Context: an optimization exercise on an open-source flow, tuned for small area, a short achievable clock period and few clock cycles per item. The choices shown serve that exercise and are no tape-out recipe. At most, simulation tests tie the RTL to the original design; equivalence was not proved. No functional check of the RTL was part of runs 1 and 2. No activity file was given, so power comes from the tool's default toggle rates.

==> flow/design.v <==
`default_nettype none
package cpu_pkg;
    localparam logic [4:0] OPC_ALU  = 5'd0;
    localparam logic [4:0] OPC_J    = 5'd1;
    localparam logic [4:0] OPC_BNE  = 5'd2;
    localparam logic [4:0] OPC_JAL  = 5'd3;
    localparam logic [4:0] OPC_JR   = 5'd4;
    localparam logic [4:0] OPC_ADDI = 5'd5;
    localparam logic [4:0] OPC_BLT  = 5'd6;
    localparam logic [4:0] OPC_SW   = 5'd7;
    localparam logic [4:0] OPC_LW   = 5'd8;
endpackage
`default_nettype wire
`default_nettype none
module alu (
    input  wire [31:0] x,
    input  wire [31:0] y,
    input  wire        cin,
    input  wire [31:0] a,        
    input  wire [31:0] b,        
    input  wire [2:0]  sel,      
    input  wire        zero,
    input  wire [4:0]  shamt,
    output logic [31:0] sum,
    output logic [31:0] result
);
    logic [31:0] sh_in, sh_out, sh_rev;
    logic        right, fill;
    assign sum = x + y + {31'd0, cin};
    assign right = sel[0];
    assign fill  = right & a[31];
    always_comb begin
        for (int i = 0; i < 32; i++) begin
            sh_in[i]  = right ? a[i] : a[31-i];
            sh_rev[i] = sh_out[31-i];
        end
    end
    assign sh_out = $signed({fill, sh_in}) >>> shamt;
    always_comb begin
        if (zero) result = '0;
        else case (sel)
            3'd2: result = a & b;
            3'd3: result = a | b;
            3'd4: result = sh_rev;
            3'd5: result = sh_out;
            3'd6, 3'd7: result = '0;
            default: result = sum;
        endcase
    end
endmodule
`default_nettype wire
`default_nettype none
module execute_stage (
    input  wire [31:0] pc,
    input  wire [31:0] ir,
    input  wire [31:0] rs_val,
    input  wire [31:0] rb_val,    
    output logic [31:0] npc,
    output logic        we,
    output logic [4:0]  wreg,
    output logic        is_lw,
    output logic        is_sw,
    output logic [31:0] o
);
    logic [4:0]  opc;
    logic [4:0]  fn;
    logic [31:0] imm;
    logic [31:0] pc1;
    logic [31:0] sum, alu_out;
    logic        is_alu, is_br, sub, taken;
    logic        eq, lt;
    assign opc    = ir[31:27];
    assign fn     = ir[6:2];
    assign imm    = {{15{ir[16]}}, ir[16:0]};
    assign pc1    = pc + 32'd1;
    assign is_alu = (opc == cpu_pkg::OPC_ALU);
    assign is_br  = (opc == cpu_pkg::OPC_BNE) || (opc == cpu_pkg::OPC_BLT);
    assign sub    = is_alu && (fn == 5'd1);
    alu u_alu (
        .x      (is_br ? pc : rs_val),
        .y      (is_alu ? (sub ? ~rb_val : rb_val) : imm),
        .cin    (sub || is_br),
        .a      (rs_val),
        .b      (rb_val),
        .sel    (is_alu ? fn[2:0] : 3'd0),
        .zero   (is_alu && fn[4:3] != 2'd0),
        .shamt  (ir[11:7]),
        .sum    (sum),
        .result (alu_out)
    );
    assign eq    = (rb_val == rs_val);
    assign lt    = $signed(rb_val) < $signed(rs_val);
    assign taken = (opc == cpu_pkg::OPC_BNE) ? !eq :
                   (opc == cpu_pkg::OPC_BLT) ? lt : 1'b0;
    always_comb begin
        case (opc)
            cpu_pkg::OPC_J, cpu_pkg::OPC_JAL: npc = {5'd0, ir[26:0]};
            cpu_pkg::OPC_JR:                  npc = rb_val;
            default:                          npc = taken ? sum : pc1;
        endcase
    end
    assign we    = is_alu || (opc == cpu_pkg::OPC_ADDI) || (opc == cpu_pkg::OPC_LW) || (opc == cpu_pkg::OPC_JAL);
    assign wreg  = (opc == cpu_pkg::OPC_JAL) ? 5'd31 : ir[26:22];
    assign is_lw = (opc == cpu_pkg::OPC_LW);
    assign is_sw = (opc == cpu_pkg::OPC_SW);
    assign o     = (opc == cpu_pkg::OPC_JAL) ? pc1 : alu_out;
endmodule
`default_nettype wire
`default_nettype none
module mem_wb_stage (
    input  wire         clock,
    input  wire         arst_n,
    input  wire         we_in,
    input  wire [4:0]   wreg_in,
    input  wire         lw_in,
    input  wire         sw_in,
    input  wire [31:0]  o_in,
    input  wire [31:0]  b_in,
    input  wire [31:0]  q_dmem,
    output logic [31:0] address_dmem,
    output logic [31:0] data,
    output logic        wren,
    output logic        ctrl_write_enable,
    output logic [4:0]  ctrl_write_reg,
    output logic [31:0] data_write_reg
);
    logic        m_we, m_lw, m_sw;
    logic [4:0]  m_reg;
    logic [31:0] m_o, m_b;
    always_ff @(posedge clock or negedge arst_n) begin
        if (!arst_n) begin
            m_we <= 1'b0;
            m_lw <= 1'b0;
            m_sw <= 1'b0;
        end else begin
            m_we <= we_in;
            m_lw <= lw_in;
            m_sw <= sw_in;
        end
    end
    always_ff @(posedge clock) begin
        m_reg <= wreg_in;
        m_o   <= o_in;
        m_b   <= b_in;
    end
    assign address_dmem      = m_o;
    assign data              = m_b;
    assign wren              = m_sw;
    assign ctrl_write_enable = m_we;
    assign ctrl_write_reg    = m_reg;
    assign data_write_reg    = m_lw ? q_dmem : m_o;
endmodule
`default_nettype wire
`default_nettype none
`timescale 1ns/1ps
module pipeline_cpu (
    input  wire         clock,
    input  wire         arst_n,
    output logic [31:0] address_imem,
    input  wire  [31:0] q_imem,
    output logic [31:0] address_dmem,
    output logic [31:0] data,
    output logic        wren,
    input  wire  [31:0] q_dmem,
    output logic        ctrl_write_enable,
    output logic [4:0]  ctrl_write_reg,
    output logic [4:0]  ctrl_read_reg_a,
    output logic [4:0]  ctrl_read_reg_b,
    output logic [31:0] data_write_reg,
    input  wire  [31:0] data_read_reg_a,
    input  wire  [31:0] data_read_reg_b
);
    logic [31:0] pc;
    logic [31:0] npc;
    logic        we, is_lw, is_sw;
    logic [4:0]  wreg;
    logic [31:0] o;
    always_ff @(posedge clock or negedge arst_n) begin
        if (!arst_n) pc <= '0;
        else         pc <= npc;
    end
    assign address_imem    = pc;
    assign ctrl_read_reg_a = q_imem[21:17];
    assign ctrl_read_reg_b = (q_imem[29] | q_imem[28]) ? q_imem[26:22] : q_imem[16:12];
    execute_stage u_execute_stage (
        .pc     (pc),
        .ir     (q_imem),
        .rs_val (data_read_reg_a),
        .rb_val (data_read_reg_b),
        .npc    (npc),
        .we     (we),
        .wreg   (wreg),
        .is_lw  (is_lw),
        .is_sw  (is_sw),
        .o      (o)
    );
    mem_wb_stage u_mem_wb_stage (
        .clock             (clock),
        .arst_n            (arst_n),
        .we_in             (we),
        .wreg_in           (wreg),
        .lw_in             (is_lw),
        .sw_in             (is_sw),
        .o_in              (o),
        .b_in              (data_read_reg_b),
        .q_dmem            (q_dmem),
        .address_dmem      (address_dmem),
        .data              (data),
        .wren              (wren),
        .ctrl_write_enable (ctrl_write_enable),
        .ctrl_write_reg    (ctrl_write_reg),
        .data_write_reg    (data_write_reg)
    );
endmodule
`default_nettype wire
==> flow/run.sh <==
#!/bin/bash
# synth_recipe.tcl (not shown) runs the flow's synth.tcl, then flattens the netlist and writes it again
# the make line also repeats each setting of config.mk as NAME=value (left out here)
make -C /OpenROAD-flow-scripts/flow DESIGN_CONFIG=/design/flow/config.mk WORK_HOME=/design/flow/orfs CLKGATE_MAP_FILE= SYNTH_SCRIPT=/design/flow/synth_recipe.tcl finish
==> flow/config.mk <==
export PLATFORM = sky130hd
export DESIGN_NAME = pipeline_cpu
export DESIGN_NICKNAME = pipeline_cpu
export VERILOG_FILES = /design/flow/design.v
export SDC_FILE = /design/flow/constraint.sdc
export NUM_CORES = 4
export LEC_CHECK = 0
export ABC_AREA = 0
export CAP_MARGIN = 20
export CORE_MARGIN = 2
export CORE_UTILIZATION = 40
export PLACE_DENSITY = 0.6
export SETUP_SLACK_MARGIN = 4
export SLEW_MARGIN = 20
==> flow/constraint.sdc <==
create_clock -name core_clock -period 8.5 [get_ports {clock}]
set_input_delay 1.7000 -clock core_clock [delete_from_list [all_inputs] [get_ports {clock}]]
set_output_delay 1.7000 -clock core_clock [all_outputs]
set_load 0.01 [all_outputs]
==> summary.md, run 1 <==
| Metric | Value |
|---|---|
| Slowest Stage Delay on Critical Path | 580 ps |
| Hold buffers post-CTS | 0 |
| R2r worst-path depth | 14 |
| Number of global-route vias before repair | 12722 |
| Synth area leader | ha_1 |
| Clock share of power | 0.180 |
| Warnings from Yosys | 4 |
| Total iterations of the first detailed-routing run | 7 |
| Period Utilization, post-route | 0.602 |
| Setup tns final | 0 ps |
| CP Launch Type | primary input |
| Worst-Skew Late Latency | 370 ps |
| Post-Route WL | 57600 µm |
| Worst Hold Path EP | u_mem_wb_stage.m_o[30]$_DFF_P_ |
| Worst R2R End | u_mem_wb_stage.m_o[30]$_DFF_P_ |
| Max Cap Violations | 0 |
| Clock sink count | 104 |
| Crit path arrival time | 5390 ps |
| Worst hold margin | 679 ps |
| Worst ir drop on vdd | 0.000134 V |
| Leakage | 7.28 nW |
| Net switching power | 1.04 mW |
| ANT nets after route | 0 |
| Critical path cell sequence | buf_8 > or4_4 > nor2_4 > and3_4 > buf_6 > xnor2_2 > o21ai_2 > fa_2 > inv_2 > fa_2 > nand2b_4 > a21oi_4 > o21ai_2 > a21oi_2 > o2111ai_2 > a21oi_2 > nor3_2 > o21a_1 > o32ai_2 |
| Status | timing/DRC/antenna clean |
| TritonCTS clock tree | yes |
| Antenna violations before repair | 1 |
| Slowest cell on crit path | or4_4 |
| Via count | 13497 |
| Commonest register cell after synthesis | dfxtp_1 |
| CTS Buffer Depth | 2 |
| Number of diodes | 0 |
| Top-area cell type share of the netlist area | 0.136 |
| Netlist cell types | 68 |
| Worst endpoint required time | 8780 ps |
| Achievable clock frequency | 195 MHz |
| Initial detailed-routing violation count | 1204 |
| Core Area | 0.0287 mm² |
| Worst Setup SP | q_imem[31] |
| Max Transition Viols Final | 0 |
| Htree depth | 3 |
| I/O pins | 275 |
| Crit path kind | in -> reg |
| Largest net degree at the start of global routing | 67 |
| Crit-path max FO | 5 |
| Post-DR wirelength/cell | 26.7 µm |
| Total die area | 0.0305 mm² |
| Final Hold Viols | 0 |
| Gpl congestion | 1.01 |
| First-pass GRT wire length | 83500 µm |
| Total grt overflow | 0 |
| Vias/cell | 6.27 |
| Mapped cell area | 0.0116 mm² |
| Register bit total from synthesis | 104 |
| Clock tree root buffer cell | clkbuf_16 |
| Largest registers | pc: 32 flops, u_mem_wb_stage.m_b: 32 flops, u_mem_wb_stage.m_o: 32 flops |
| Row count | 62 |
| Initial Util | 0.406 |
| CTS clock-pin slew for the worst setup and hold paths | 80 ps |
| Net Sw Frac | 0.410 |
| Area growth syn-to-layout | 45.7% |
| Total GRT Usage | 0.363 |
| Top-count cell post-synth | nand2_1 |
| Final nets | 2024 |
| Fin util | 0.591 |
| Setup violators final | 0 |
| Synth cell count leaders | 147 x nand2_1, 128 x o21ai_0, 127 x ha_1, 97 x a21oi_1, 84 x inv_1 |
| DPL Wire Length | 41600 µm |
| Internal | 1.50 mW |
| Comb power frac | 0.537 |
| RSZ-0062 raised after global routing | yes |
| Port buffer count | 274 |
| Clock skew | 15.8 ps |
| Synth area leaders | ha_1 14%, dfxtp_1 12%, mux4_2 8.5% |
| Pwr per Cell Area | 149 mW/mm² |
| WHS Path Cells | 2 |
| FF-to-FF Start | pc[0]$_DFF_PN0_ |
| Post-synthesis sequential area ratio | 0.194 |
| HP Class | reg -> reg |
| Crit. End Element | flip-flop |
| Mean Syn Cell Area | 8.16 µm² |
| Syn_nets | 1687 |
| Die H | 175 µm |
| Post-synth ARST share | 0.337 |
| Number of synthesized flops with an enable pin | 0 |
| Reg2reg setup slack | 5340 ps |
| Post-synthesis cell count | 1428 |
| Pwr Total | 2.54 mW |
| Die width | 175 µm |
| Share of cells above drive strength 1 | 0.261 |
| Worst-Margin Slew | 994 ps |
| Total CTS buffers | 9 |
| Sequential power share | 0.283 |
| Worst slew margin | 0.337 |
| Hold wc startpoint | pc[30]$_DFF_PN0_ |
| Drt drc | 0 |
| Final worst path period need | 5120 ps |
-- power by group through the flow --
stage               registers [mW]  clock network, mW  logic (mW)
floorplan                    0.739                  0       0.557
global placement             0.722                  0        1.17
detailed placement           0.723                  0        1.17
CTS                          0.714              0.463        1.26
global route                 0.732              0.483        1.44
finish                       0.717              0.457        1.36
-- final cells by class --
cell class / instances / area, µm²
clock buffers: 9 / 225
clock inverters: 7 / 86.3
fillers: 2600 / 11700
inverters: 88 / 342
multi-input cells: 1147 / 9780
flip-flops and latches: 104 / 2260
well taps: 384 / 480
repair buffers: 415 / 3800
-- worst max path at each step --
stage / slack [ps] / endpoint
after floorplan: 3160 / pc[30]$_DFF_PN0_
after global placement: 1610 / pc[30]$_DFF_PN0_
after detailed placement: 1520 / pc[30]$_DFF_PN0_
after CTS: 3400 / u_mem_wb_stage.m_o[31]$_DFF_P_
after global routing: 3240 / u_mem_wb_stage.m_o[31]$_DFF_P_
final: 3380 / u_mem_wb_stage.m_o[30]$_DFF_P_
-- layout by cell type (no fill, tap or decap), types with 13 or more instances in the layout --
cell | Yosys | final
a21oi_2 | 0 | 21
buf_4 | 6 | 119
mux4_2 | 44 | 44
mux2_2 | 42 | 42
xnor2_2 | 0 | 17
and3_1 | 14 | 13
buf_6 | 0 | 18
nor2_1 | 80 | 62
mux2i_1 | 29 | 25
dlymetal6s2s_1 | 0 | 13
a21oi_1 | 97 | 73
nor3_1 | 23 | 13
o21ai_1 | 0 | 24
dfrtp_1 | 35 | 35
o211ai_1 | 23 | 23
o21ai_0 | 128 | 98
ha_1 | 127 | 117
a21o_1 | 21 | 21
nand3_1 | 27 | 23
dfxtp_1 | 69 | 69
dlygate4sd2_1 | 0 | 54
o22ai_1 | 21 | 20
nand2_1 | 147 | 139
xor2_1 | 31 | 27
nand2b_1 | 25 | 21
clkdlybuf4s50_1 | 0 | 164
xnor2_1 | 45 | 26
a211oi_1 | 28 | 16
a22oi_1 | 31 | 30
clkbuf_2 | 0 | 17
inv_1 | 84 | 77
or3_1 | 16 | 16
-- kinds of logic (layout without fill, tap and decap cells) --
group / Yosys count / after routing / share of synthesized area
fa+ha+maj: 129 / 129 / 0.140
compound gates: 452 / 452 / 0.250
simple gates: 372 / 375 / 0.148
mux: 115 / 115 / 0.151
buf+inv: 180 / 519 / 0.0607
flops: 104 / 104 / 0.194
xor+xnor: 76 / 76 / 0.0571
-- metrics by stage --
| step | std cells | setup slack (ps) | cell area [µm²] |
|---|---|---|---|
| final | 2154 | 3380 | 17000 |
| after CTS | 2121 | 3400 | 16300 |
| after global placement | 2018 | 1610 | 14800 |
| after floorplan | 1428 | 3160 | 11800 |
| after detailed placement | 2018 | 1520 | 14800 |
| after global routing | 2154 | 3240 | 17000 |
-- critical path: cells and delay by family --
kind	cells	cell delay, ps
compound gates	8	1520
simple gates	5	1260
fa+ha+maj	2	580
buf+inv	3	260
xor+xnor	1	50
-- metal layers --
metal  GRT usage  wire length [µm]
met3      0.0755              5640
met4       0.144              2860
met5           0                17
met2       0.588             26300
met1       0.473             22800
-- repair_timing --
item | CTS | global route
pin swaps | 101 | 61
gates resized for setup | 311 | 148
endpoints found under the setup margin | 101 | 68
setup buffers | 83 | 33
cloned | 4 | 0
==> run 2, diff against run 1 <==
--- a/flow/config.mk
+++ b/flow/config.mk
@@ -5,7 +5,7 @@
 export SDC_FILE = /design/flow/constraint.sdc
 export NUM_CORES = 4
 export LEC_CHECK = 0
-export ABC_AREA = 0
+export ABC_AREA = 1
 export CAP_MARGIN = 20
 export CORE_MARGIN = 2
 export CORE_UTILIZATION = 40
==> run 2 against run 1 <==
Core utilization fell by 2.6 points. Combinational power up 9.6%. Wire length increased by 13%. Design area increased by 2.6%. Critical path type unchanged.
==> summary.md, run 2 <==
| Metric | Value |
|---|---|
| Setup tns final | 0 ps |
| Crit path buffers/inverters | 5 |
| Worst ir drop on vdd | 0.000108 V |
| HP Class | reg -> reg |
| Slowest Stage Delay on Critical Path | 370 ps |
| Status | timing/DRC/antenna clean |
| Post-Route WL | 65000 µm |
| Via count | 15973 |
| Final Hold Viols | 0 |
| Crit. End Element | flip-flop |
| FF-to-FF Start | pc[0]$_DFF_PN0_ |
| Worst-Margin Slew | 1070 ps |
| Leakage | 8.38 nW |
| Max Transition Viols Final | 0 |
| Worst endpoint required time | 8760 ps |
| Core Area | 0.0308 mm² |
| First-pass GRT wire length | 93100 µm |
| Number of global-route vias before repair | 14775 |
| Clock sink count | 104 |
| CP Launch Type | primary input |
| Antenna violations before repair | 1 |
| Most common cell after layout, fill and taps aside | nand3_1 |
| Hold buffers post-CTS | 0 |
| Synth area leaders | nand3_1 18%, nand2_1 14%, ha_1 13% |
| Post-synth ARST share | 0.337 |
| TritonCTS clock tree | yes |
| CP top delay family | compound AO/OA/AOI/OAI gates |
| Final nets | 2553 |
| RSZ-0062 raised after global routing | yes |
| Share of cells above drive strength 1 | 0.147 |
| Register bit total from synthesis | 104 |
| DPL Wire Length | 49600 µm |
| Htree depth | 3 |
| Vias/cell | 5.92 |
| ANT nets after route | 0 |
| Worst-Skew Late Latency | 380 ps |
| Clock tree root buffer cell | clkbuf_16 |
| Achievable clock frequency | 223 MHz |
| Synth cell count leaders | 463 x nand2_1, 460 x nand3_1, 200 x inv_1, 127 x ha_1, 122 x o21ai_0 |
| Crit path arrival time | 4750 ps |
| Setup violators final | 0 |
| Slowest cell on crit path | ha_1 |
| Clock skew | 7.88 ps |
| Port buffer count | 274 |
| Period Utilization, post-route | 0.528 |
| Syn_nets | 2274 |
| Placed inst area | 0.0156 mm² |
| Pwr per Cell Area | 152 mW/mm² |
| Top-count cell post-synth | nand2_1 |
| Post-route design area | 0.0174 mm² |
| Commonest register cell after synthesis | dfxtp_1 |
| Total die area | 0.0329 mm² |
| Total CTS buffers | 9 |
| Number of synthesized flops with an enable pin | 0 |
| Post-DR wirelength/cell | 24.1 µm |
| Final worst path period need | 4480 ps |
| Mean Syn Cell Area | 6.25 µm² |
| Crit path kind | in -> reg |
| Total GRT Usage | 0.375 |
| Total iterations of the first detailed-routing run | 8 |
| Largest net degree at the start of global routing | 49 |
| Gpl congestion | 1.03 |
| Netlist cell types | 56 |
| Crit-path max FO | 25 |
| Area growth syn-to-layout | 38.3% |
| Commonest non-fill, non-tap cells in the layout | 454 x nand3_1, 430 x nand2_1, 195 x clkdlybuf4s50_1, 194 x inv_1, 112 x ha_1 |
| Die H | 181 µm |
| Max Cap Violations | 0 |
| Post-synthesis cell count | 2015 |
| Top-area cell type share of the netlist area | 0.183 |
| Row count | 64 |
| Total grt overflow | 0 |
| CTS clock-pin slew for the worst setup and hold paths | 80 ps |
| Initial Util | 0.408 |
| Post-synthesis sequential area ratio | 0.179 |
| Synth area leader | nand3_1 |
| CP most frequent cell | nand2_1 |
| Hold wc startpoint | pc[0]$_DFF_PN0_ |
| I/O pins | 275 |
| Worst Setup SP | q_imem[30] |
| Die width | 181 µm |
| CTS Buffer Depth | 2 |
| Critical path cell sequence | buf_2 > nor2_4 > nand4_4 > nor2_4 > buf_4 > inv_6 > nand2_1 > nand3_1 > o21ai_0 > ha_1 > a21oi_4 > o21ai_4 > a21boi_4 > buf_4 > o21ai_4 > a31oi_1 > xor2_1 > nand2_1 > nand2_1 > inv_1 > nand2_1 > o21ai_1 |
| Warnings from Yosys | 4 |
| Drt drc | 0 |
| Largest registers | pc: 32 flops, u_mem_wb_stage.m_b: 32 flops, u_mem_wb_stage.m_o: 32 flops |
| Initial detailed-routing violation count | 2098 |
| Mapped cell area | 0.0126 mm² |
| Worst slew margin | 0.284 |
-- run 2: cell types whose count changed in the layout (fill, tap and decap cells not counted), moves of 16 or more --
cell / previous run / this run
mux2i_1: 25 / 0
clkdlybuf4s50_1: 164 / 195
o211ai_1: 23 / 5
o22ai_1: 20 / 0
buf_4: 119 / 68
nand2_1: 139 / 430
nand2_2: 4 / 28
inv_1: 77 / 194
nand2b_1: 21 / 0
nand3_1: 23 / 454
or3_1: 16 / 0
mux4_2: 44 / 0
-- run 2: layout make-up --
type | count | area, µm²
antenna | 1 | 2.50
clock inverter | 5 | 47.5
fill | 3110 | 13400
timing repair buffer | 368 | 3670
multi-input combinational | 1596 | 9880
tap | 396 | 495
sequential | 104 | 2260
clock buffer | 11 | 243
inverter | 215 | 827
-- run 2: path summary, 6_finish.rpt --
kind | depth (start not counted) | slack, ps | end
max | 22 | 4020 | u_mem_wb_stage.m_o[10]$_DFF_P_
min | 1 | 640 | u_mem_wb_stage.m_o[0]$_DFF_P_
max reg2reg | 16 | 5650 | u_mem_wb_stage.m_o[10]$_DFF_P_
min reg2reg | 1 | 640 | u_mem_wb_stage.m_o[0]$_DFF_P_
max in group asynchronous | 1 | 6450 | pc[31]$_DFF_PN0_
min in group asynchronous | 1 | 1450 | pc[1]$_DFF_PN0_
-- run 2: repair_timing --
action | 4_1_cts | 5_1_grt
resized for setup | 215 | 154
pin swaps | 46 | 64
endpoints found under the setup margin | 101 | 60
buffers inserted | 42 | 24
gates cloned | 5 | 4
-- run 2: power by group --
part	leakage [nW]	total [mW]	internal, mW	switching (mW)
clock network	0.140	0.435	0.213	0.221
logic	7.23	1.49	0.649	0.841
registers	1.00	0.720	0.600	0.119
-- run 2: kinds of logic (layout without fill, tap and decap cells) --
family,Yosys count,in the layout,share of synthesized area
mux,32,32,0.0286
compound gates,295,295,0.129
other cells,0,1,0
simple gates,1071,1076,0.390
buf+inv,320,599,0.100
xor+xnor,64,64,0.0445
fa+ha+maj,129,129,0.129
flops,104,104,0.179
-- run 2: metrics by stage --
step / worst slack (ps) / power [mW] / hold WS (ps) / utilization / cells
after floorplan: 4040 / 1.42 / 591 / - / 2015
after detailed placement: 1760 / 2.09 / 631 / 0.505 / 2604
after global routing: 3900 / 2.79 / 680 / 0.565 / 2695
after global placement: 1940 / 2.09 / 620 / 0.505 / 2604
after CTS: 4000 / 2.57 / 642 / 0.542 / 2667
final: 4020 / 2.64 / 635 / 0.565 / 2696
-- run 2: routing by layer --
metal  vias up  GRT usage  wire length, µm
li1       7332          -                -
met4         2      0.196             4080
met1      7496      0.475            25600
met2       952      0.589            28300
met3       191     0.0945             6950
met5         -          0               13
==> run 3, diff against run 2 <==
--- a/flow/design.v
+++ b/flow/design.v
@@ -13,36 +13,32 @@
 `default_nettype wire
 `default_nettype none
 module alu (
-    input  wire [31:0] x,
-    input  wire [31:0] y,
-    input  wire        cin,
-    input  wire [31:0] a,        
-    input  wire [31:0] b,        
+    input  wire [31:0] a,
+    input  wire [31:0] b,
+    input  wire [31:0] imm,
+    input  wire        use_imm,
+    input  wire        sub,
     input  wire [2:0]  sel,      
     input  wire        zero,
     input  wire [4:0]  shamt,
-    output logic [31:0] sum,
-    output logic [31:0] result
-);
-    logic [31:0] sh_in, sh_out, sh_rev;
-    logic        right, fill;
-    assign sum = x + y + {31'd0, cin};
-    assign right = sel[0];
-    assign fill  = right & a[31];
+    output logic [31:0] result,
+    output logic        neq,
+    output logic        lt        
+);
+    logic [31:0] y;
+    logic [31:0] sum;
+    assign y   = use_imm ? imm : (sub ? ~b : b);
+    assign sum = a + y + {31'd0, sub};
+    assign neq = (a != b);
+    assign lt  = (a[31] ^ b[31]) ? a[31] : sum[31];
     always_comb begin
-        for (int i = 0; i < 32; i++) begin
-            sh_in[i]  = right ? a[i] : a[31-i];
-            sh_rev[i] = sh_out[31-i];
-        end
-    end
-    assign sh_out = $signed({fill, sh_in}) >>> shamt;
-    always_comb begin
+        result = sum;
         if (zero) result = '0;
         else case (sel)
             3'd2: result = a & b;
             3'd3: result = a | b;
-            3'd4: result = sh_rev;
-            3'd5: result = sh_out;
+            3'd4: result = a << shamt;
+            3'd5: result = $signed(a) >>> shamt;
             3'd6, 3'd7: result = '0;
             default: result = sum;
         endcase
@@ -66,37 +62,35 @@
     logic [4:0]  fn;
     logic [31:0] imm;
     logic [31:0] pc1;
-    logic [31:0] sum, alu_out;
-    logic        is_alu, is_br, sub, taken;
-    logic        eq, lt;
+    logic [31:0] alu_out;
+    logic        neq, lt, taken;
+    logic        is_alu, is_br;
     assign opc    = ir[31:27];
     assign fn     = ir[6:2];
     assign imm    = {{15{ir[16]}}, ir[16:0]};
     assign pc1    = pc + 32'd1;
     assign is_alu = (opc == cpu_pkg::OPC_ALU);
     assign is_br  = (opc == cpu_pkg::OPC_BNE) || (opc == cpu_pkg::OPC_BLT);
-    assign sub    = is_alu && (fn == 5'd1);
     alu u_alu (
-        .x      (is_br ? pc : rs_val),
-        .y      (is_alu ? (sub ? ~rb_val : rb_val) : imm),
-        .cin    (sub || is_br),
-        .a      (rs_val),
-        .b      (rb_val),
-        .sel    (is_alu ? fn[2:0] : 3'd0),
-        .zero   (is_alu && fn[4:3] != 2'd0),
-        .shamt  (ir[11:7]),
-        .sum    (sum),
-        .result (alu_out)
+        .a       (rs_val),
+        .b       (rb_val),
+        .imm     (imm),
+        .use_imm (!is_alu && !is_br),
+        .sub     (is_br || (is_alu && fn == 5'd1)),
+        .sel     (is_alu ? fn[2:0] : 3'd0),
+        .zero    (is_alu && fn[4:3] != 2'd0),
+        .shamt   (ir[11:7]),
+        .result  (alu_out),
+        .neq     (neq),
+        .lt      (lt)
     );
-    assign eq    = (rb_val == rs_val);
-    assign lt    = $signed(rb_val) < $signed(rs_val);
-    assign taken = (opc == cpu_pkg::OPC_BNE) ? !eq :
-                   (opc == cpu_pkg::OPC_BLT) ? lt : 1'b0;
+    assign taken = (opc == cpu_pkg::OPC_BNE) ? neq :
+                   (opc == cpu_pkg::OPC_BLT) ? (neq && !lt) : 1'b0;
     always_comb begin
         case (opc)
             cpu_pkg::OPC_J, cpu_pkg::OPC_JAL: npc = {5'd0, ir[26:0]};
             cpu_pkg::OPC_JR:                  npc = rb_val;
-            default:                          npc = taken ? sum : pc1;
+            default:                          npc = taken ? pc1 + imm : pc1;
         endcase
     end
     assign we    = is_alu || (opc == cpu_pkg::OPC_ADDI) || (opc == cpu_pkg::OPC_LW) || (opc == cpu_pkg::OPC_JAL);
--- a/flow/config.mk
+++ b/flow/config.mk
@@ -5,10 +5,8 @@
 export SDC_FILE = /design/flow/constraint.sdc
 export NUM_CORES = 4
 export LEC_CHECK = 0
-export ABC_AREA = 1
 export CAP_MARGIN = 20
 export CORE_MARGIN = 2
 export CORE_UTILIZATION = 40
 export PLACE_DENSITY = 0.6
-export SETUP_SLACK_MARGIN = 4
 export SLEW_MARGIN = 20
==> run 3 against run 2 <==
Sequential power increased by 0.8%. Via count fell by 13%. Cell count fell by 15%. Design area down 5.5%. Register-to-register slack worse by 1700 ps. Power up 16%. Synthesized area increased by 4.3%. Combinational power rose by about 30%. Critical endpoint is now u_mem_wb_stage.m_o[30]$_DFF_P_. Largest cell class unchanged.
==> summary.md, run 3 <==
| Metric | Value |
|---|---|
| Htree depth | 3 |
| Post-CTS Setup Inserts | 0 |
| Clock tree root buffer cell | clkbuf_16 |
| Mux cell area share after synthesis | 0.173 |
| Hold buffers post-CTS | 0 |
| Total grt overflow | 0 |
| Synth area leader | ha_1 |
| First-pass GRT wire length | 82500 µm |
| Number of synthesized flops with an enable pin | 0 |
| Period Utilization, post-route | 0.846 |
| TritonCTS clock tree | yes |
| Setup violators final | 0 |
| Worst R2R End | pc[28]$_DFF_PN0_ |
| Die H | 185 µm |
| Hold wc startpoint | pc[0]$_DFF_PN0_ |
| Post-Route WL | 56500 µm |
| R2r worst-path depth | 16 |
| Max Cap Violations | 0 |
| Area growth syn-to-layout | 25.3% |
| Worst endpoint required time | 8760 ps |
| Worst slew margin | 0.318 |
| Crit. End Element | flip-flop |
| FF-to-FF Start | pc[0]$_DFF_PN0_ |
| Synth Area in XOR/XNOR | 0.0760 |
| Simple-gate share of the synthesized area | 0.143 |
| Leakage | 6.82 nW |
| Gpl congestion | 0.994 |
| Via count | 13948 |
| Drt drc | 0 |
| CTS clock-pin slew for the worst setup and hold paths | 70 ps |
| Reg2reg setup slack | 3940 ps |
| Area occupied by multi-input gates | 0.0101 mm² |
| # fillers | 3115 |
| I/O pins | 275 |
| Crit-path max FO | 12 |
| Worst Hold Path EP | u_mem_wb_stage.m_o[0]$_DFF_P_ |
| Slowest cell on crit path | clkdlybuf4s50_1 |
| Worst hold margin | 691 ps |
| Vias/cell | 6.05 |
| Commonest register cell after synthesis | dfxtp_1 |
| Total GRT Usage | 0.322 |
| Mapped cell area | 0.0131 mm² |
| ANT nets after route | 0 |
| Most common cell after layout, fill and taps aside | clkdlybuf4s50_1 |
| Total CTS buffers | 9 |
| Crit path arrival time | 7450 ps |
| Core Area | 0.0325 mm² |
| CTS Buffer Depth | 2 |
| Clock skew | 11.8 ps |
| Max Transition Viols Final | 0 |
| Critical path cell sequence | clkdlybuf4s50_1 > nor2_1 > a32oi_4 > xnor2_1 > o21ai_0 > fa_1 > fa_1 > a21oi_1 > o21ai_0 > a2111oi_0 > nor2_1 > a221oi_1 > o21ai_0 > a211oi_1 > xor2_1 > o211ai_1 > a22o_1 |
| DPL Wire Length | 45000 µm |
| RSZ-0062 raised after global routing | no |
| Netlist cell types | 70 |
| Top-area cell type share of the netlist area | 0.120 |
| Port buffer count | 274 |
| Post-synthesis cell count | 1655 |
| Achievable clock frequency | 139 MHz |
| Warnings from Yosys | 4 |
| Worst-Margin Slew | 1020 ps |
| HP Class | reg -> reg |
| Slowest Stage Delay on Critical Path | 690 ps |
| Final nets | 2116 |
| Final Hold Viols | 0 |
| Die width | 185 µm |
| Total die area | 0.0343 mm² |
| Number of global-route vias before repair | 13135 |
| Antenna violations before repair | 2 |
| Worst-Skew Late Latency | 360 ps |
| Post-synthesis sequential area ratio | 0.172 |
| Post-Synth Adder-Cell Area | 0.125 |
| Total iterations of the first detailed-routing run | 5 |
| Commonest non-fill, non-tap cells in the layout | 269 x clkdlybuf4s50_1, 187 x o21ai_0, 127 x nor2_1, 126 x ha_1, 122 x nand2_1 |
| PostCTS Resize Cnt | 0 |
| CP most frequent cell | o21ai_0 |
| WHS Path Cells | 1 |
| Pwr per Cell Area | 186 mW/mm² |
| Register area | 0.00226 mm² |
| Status | timing/DRC/antenna clean |
| Row count | 66 |
| Clock sink count | 104 |
| Largest registers | pc: 32 flops, u_mem_wb_stage.m_b: 32 flops, u_mem_wb_stage.m_o: 32 flops |
| Largest net degree at the start of global routing | 73 |
| Syn_nets | 1914 |
| Setup tns final | 0 ps |
| Main combinational cell family by area after synthesis | compound AO/OA/AOI/OAI gates |
| Compound-Gate Fraction of Synth Area | 0.252 |
| Share of cells above drive strength 1 | 0.0763 |
| Top-count cell post-synth | o21ai_0 |
| Post-synth ARST share | 0.337 |
| Mean Syn Cell Area | 7.94 µm² |
| Synth area leaders | ha_1 12%, dfxtp_1 11%, o21ai_0 7.2% |
| Synth cell count leaders | 188 x o21ai_0, 129 x nor2_1, 126 x ha_1, 122 x nand2_1, 116 x a21oi_1 |
| Final worst path period need | 7190 ps |
| Crit path kind | in -> reg |
| Register bit total from synthesis | 104 |
| CP Launch Type | primary input |
| Initial Util | 0.405 |
| Number of diodes | 0 |
| Initial detailed-routing violation count | 1385 |
| Post-DR wirelength/cell | 24.5 µm |
| Worst ir drop on vdd | 0.0000950 V |
## run 3: cell types whose count changed in the layout (fill, tap and decap cells not counted), moves of 76 or more
cell and delta:
inv_1 -102, xnor2_1 +76, o21ai_0 +90, nand2_1 -308, nand3_1 -429, mux2i_1 +86
## run 3: logic make-up (layout without fill, tap and decap cells)
kind of cell | Yosys count | after routing
adder cells (fa/ha/maj) | 129 | 129
multiplexers | 170 | 170
AND/OR/NAND/NOR | 405 | 405
XOR/XNOR | 114 | 114
buffers and inverters | 199 | 406
AO/OA/AOI/OAI | 534 | 534
flip-flops | 104 | 104
## run 3: worst max-delay path by stage
stage	cells after the start	startpoint	endpoint
6_report	17	q_imem[4]	u_mem_wb_stage.m_o[30]$_DFF_P_
4_1_cts	17	q_imem[4]	u_mem_wb_stage.m_o[30]$_DFF_P_
3_3_place_gp	17	q_imem[4]	u_mem_wb_stage.m_o[30]$_DFF_P_
3_5_place_dp	17	q_imem[4]	u_mem_wb_stage.m_o[30]$_DFF_P_
5_1_grt	17	q_imem[4]	u_mem_wb_stage.m_o[28]$_DFF_P_
2_1_floorplan	17	q_imem[2]	pc[25]$_DFF_PN0_
## run 3: critical path, delay by kind of cell
| kind | cells | cell delay (ps) |
|---|---|---|
| AOI/OAI and AO/OA | 10 | 3320 |
| adders and majority gates | 2 | 930 |
| buffers and inverters | 1 | 690 |
| and+or+nand+nor | 2 | 420 |
| xor gates and xnor gates | 2 | 360 |
## run 3: cell type report
class | count | share of cell area
Multi-Input combinational cell | 1352 | 0.616
Sequential cell | 104 | 0.137
Inverter | 93 | 0.0212
Clock buffer | 12 | 0.0144
Tap cell | 442 | 0.0336
Timing Repair Buffer | 297 | 0.176
Clock inverter | 4 | 0.00175
## run 3: per-layer routing
layer | vias up | global-route usage | routed length, µm
met4 | 0 | 0.0971 | 1600
met5 | - | 0 | 0
met3 | 81 | 0.0352 | 4200
met2 | 676 | 0.517 | 25600
met1 | 6720 | 0.452 | 25100
li1 | 6471 | - | -
## run 3: through the flow
step	instances	worst slack, ps	total power, mW	utilization	cell area, µm²
after floorplan	1655	2710	1.86	-	13100
after CTS	2303	1370	3.05	0.507	16400
final	2304	1310	3.06	0.507	16500
after global placement	2287	1110	2.63	0.499	16200
after global routing	2304	838	3.26	0.507	16500
after detailed placement	2287	997	2.64	0.499	16200
## run 3: report_power, final
group	total [mW]	leakage (nW)	switching, mW	internal (mW)
sequential	0.726	1.01	0.119	0.608
combinational	1.94	5.67	1.04	0.903
clock	0.394	0.131	0.194	0.201
total	3.06	6.82	1.35	1.71
Testbench counts of run 3, summed over its fixed seeds: cycles 9,364, instrs 9,364.

==> re-timing with driven ports <==
No port has a modelled driver above. Below, the same layouts with a new extraction and two added sets of constraints.
Step 1 assumes that a clkbuf_16 drives the clock port and a buf_2 every other input.
Step 2, shift: input delay + t, output delay - t, t = (earliest + latest rising clock arrival at the registers) / 2. This alone moves slack from input paths to output paths.
Three values: ideal, step 1, step 2; two values: the first two.
run | t, ns | slack for setup (ns) | hold slack, ns | clock arrival spread, ns
run 1 | 0.425 | 3.381 / 3.389 / 2.964 | 0.679 / 0.679 / 0.679 | 0.016 / 0.015
run 2 | 0.427 | 4.016 / 4.017 / 3.611 | 0.635 / 0.635 / 0.635 | 0.013 / 0.013
run 3 | 0.407 | 1.312 / 1.329 / 0.922 | 0.691 / 0.691 / 0.691 | 0.012 / 0.012
After both steps every run listed still meets setup and hold. The setup slack of run 1, which loses most, moves by +0.008 ns with the drivers and by -0.417 ns with both steps.
